Source: an optimization exercise on an open RTL-to-GDS flow (aim: small area). Production flows keep margins and buffers that such runs may drop.
Function was checked by simulation only, so behaviour that the tests miss may differ from the original.

Design reg_bank_wb, start of the top module:
module reg_bank_wb #(
    parameter logic [31:0] SP_INIT = 32'd227,
    parameter logic [31:0] RA_INIT = 32'd0,
    parameter int          BYPASS  = 1
) (
    input  logic        clk,
    input  logic        reset,
    input  logic        reg_write,
    input  logic [31:0] write_reg,
    input  logic [31:0] write_data,
    input  logic [4:0]  read_reg1,
    input  logic [4:0]  read_reg2,
    output logic [31:0] read_data1,
    output logic [31:0] read_data2,
    output logic        addr_err,
    output logic [4:0]  last_wr_idx
);
Size in the first run: ~3700 cells after synthesis, about 1000 flip-flops, about 43000 µm² of cells after synthesis.
clock: 6.0 ns
lec_check: 0
cap_margin: 0
core_margin: 2
core_utilization: 45
setup_slack_margin: 0.1
slew_margin: 0
synth_hierarchical: 1
synth_minimum_keep_size: 0
buffer_ports_args: -buffer_cell sky130_fd_sc_hd__buf_1
cts_args: -sink_clustering_enable -repair_clock_nets -dont_use_dummy_load -buf_list {sky130_fd_sc_hd__clkbuf_8} -sink_clustering_size 16 -sink_clustering_max_diameter 80
pre_resize_tcl: /design/flow/flow/prers.tcl
standard.sh (not shown) runs the stock make flow with config.mk's settings and CLKGATE_MAP_FILE= SYNTH_SCRIPT=/design/flow/synth_recipe.tcl, a recipe that flattens the netlist after the stock synthesis.
==> flow/flow/run.sh <==
#!/bin/bash
# Own flow: the standard layout (standard.sh, unchanged synthesis) with a few
# extra ORFS settings from flow/extra.mk appended to config.mk, and a hook
# (flow/prers.tcl) run at the start of the placement resize step.
set -euo pipefail
cat flow/extra.mk >> config.mk
echo "export PRE_RESIZE_TCL = $(pwd)/flow/prers.tcl" >> config.mk
bash standard.sh > flow_make.log 2>&1
==> flow/flow/extra.mk <==
# Extra ORFS settings appended to the standard flow's config.mk by run.sh.
# Port buffers: the smallest buffer instead of the default delay cell.
export BUFFER_PORTS_ARGS = -buffer_cell sky130_fd_sc_hd__buf_1
# Clock tree: small clock buffers, no dummy loads.
export CTS_ARGS = -sink_clustering_enable -repair_clock_nets -dont_use_dummy_load -buf_list {sky130_fd_sc_hd__clkbuf_8} -sink_clustering_size 16 -sink_clustering_max_diameter 80
==> flow/flow/prers.tcl <==
# Drop the buffers that timing-driven global placement kept from its early,
# unspread placement, then give the ports their buffers back; repair_design
# (next in this step) re-buffers only what the final placement needs.
remove_buffers
buffer_ports -buffer_cell sky130_fd_sc_hd__buf_1
# Synthesis upsized a few load/hold AND-ORs; repair_design resizes again
# wherever the placed load needs it.
foreach inst [get_cells -quiet -filter "ref_name == sky130_fd_sc_hd__a22o_2" *] {
  replace_cell $inst sky130_fd_sc_hd__a22o_1
}
The baseline completed, yet does not pass: setup timing.
Change:
--- a/flow/flow/extra.mk
+++ b/flow/flow/extra.mk
@@ -5 +5,3 @@
 export CTS_ARGS = -sink_clustering_enable -repair_clock_nets -dont_use_dummy_load -buf_list {sky130_fd_sc_hd__clkbuf_8} -sink_clustering_size 16 -sink_clustering_max_diameter 80
+# Keep the resizer from using delay cells on the read path.
+export DONT_USE_CELLS += sky130_fd_sc_hd__clkdlybuf4s15_1 sky130_fd_sc_hd__clkdlybuf4s15_2 sky130_fd_sc_hd__clkdlybuf4s18_1 sky130_fd_sc_hd__clkdlybuf4s18_2 sky130_fd_sc_hd__clkdlybuf4s25_1 sky130_fd_sc_hd__clkdlybuf4s25_2 sky130_fd_sc_hd__clkdlybuf4s50_1 sky130_fd_sc_hd__clkdlybuf4s50_2
--- a/flow/config.mk
+++ b/flow/config.mk
@@ -7,7 +7,7 @@
 export LEC_CHECK = 0
-export CAP_MARGIN = 0
+export CAP_MARGIN = 20
 export CORE_MARGIN = 2
 export CORE_UTILIZATION = 45
-export SETUP_SLACK_MARGIN = 0.1
-export SLEW_MARGIN = 0
+export SETUP_SLACK_MARGIN = 0.45
+export SLEW_MARGIN = 20
 export SYNTH_HIERARCHICAL = 1
@@ -19,2 +19,4 @@
 export CTS_ARGS = -sink_clustering_enable -repair_clock_nets -dont_use_dummy_load -buf_list {sky130_fd_sc_hd__clkbuf_8} -sink_clustering_size 16 -sink_clustering_max_diameter 80
+# Keep the resizer from using delay cells on the read path.
+export DONT_USE_CELLS += sky130_fd_sc_hd__clkdlybuf4s15_1 sky130_fd_sc_hd__clkdlybuf4s15_2 sky130_fd_sc_hd__clkdlybuf4s18_1 sky130_fd_sc_hd__clkdlybuf4s18_2 sky130_fd_sc_hd__clkdlybuf4s25_1 sky130_fd_sc_hd__clkdlybuf4s25_2 sky130_fd_sc_hd__clkdlybuf4s50_1 sky130_fd_sc_hd__clkdlybuf4s50_2
 export PRE_RESIZE_TCL = /design/flow/flow/prers.tcl
- The changed run completed, yet does not pass: setup timing
- routed wire length came out higher by a few percent
- cell area came out higher by a few percent
- clock-buffer cell count is unchanged
- global-route usage came out higher by 1.9 points
- synthesized area does not change
- critical path depth is unchanged
- die area stays the same

## afterwards: timing with drivers on the ports
How much do the figures lean on ideal ports? The routed layouts below were timed once more, with nothing changed but the port constraints. Step 1 (the two cells are an assumption about what drives the block):
set clk [get_ports {clk}]
set_driving_cell -lib_cell sky130_fd_sc_hd__clkbuf_16 $clk
set_driving_cell -lib_cell sky130_fd_sc_hd__buf_2 [delete_from_list [all_inputs] $clk]
Step 2 times the ports against the registers' clock, not the clock port: input delays grow and output delays shrink by t, the midpoint of the rising clock arrivals with the driver on. Three values: ideal ports, drivers, drivers and shift; two values: the first two.
run | t (ns) | slack for setup (ns) | hold slack, ns | slew at the worst register clock pin (ns) | worst slew at a driven data input, ns
the first run | 0.797 | -0.106 / -0.139 / -0.139 | 0.450 / 0.450 / 0.450 | 0.12 / 0.12 | 0.04
the second run | 0.823 | -0.145 / -0.173 / -0.173 | 0.453 / 0.453 / 0.453 | 0.12 / 0.12 | 0.04
The setup slack of the first run, which loses most, moves by -0.033 ns with the drivers and by -0.033 ns with both steps.
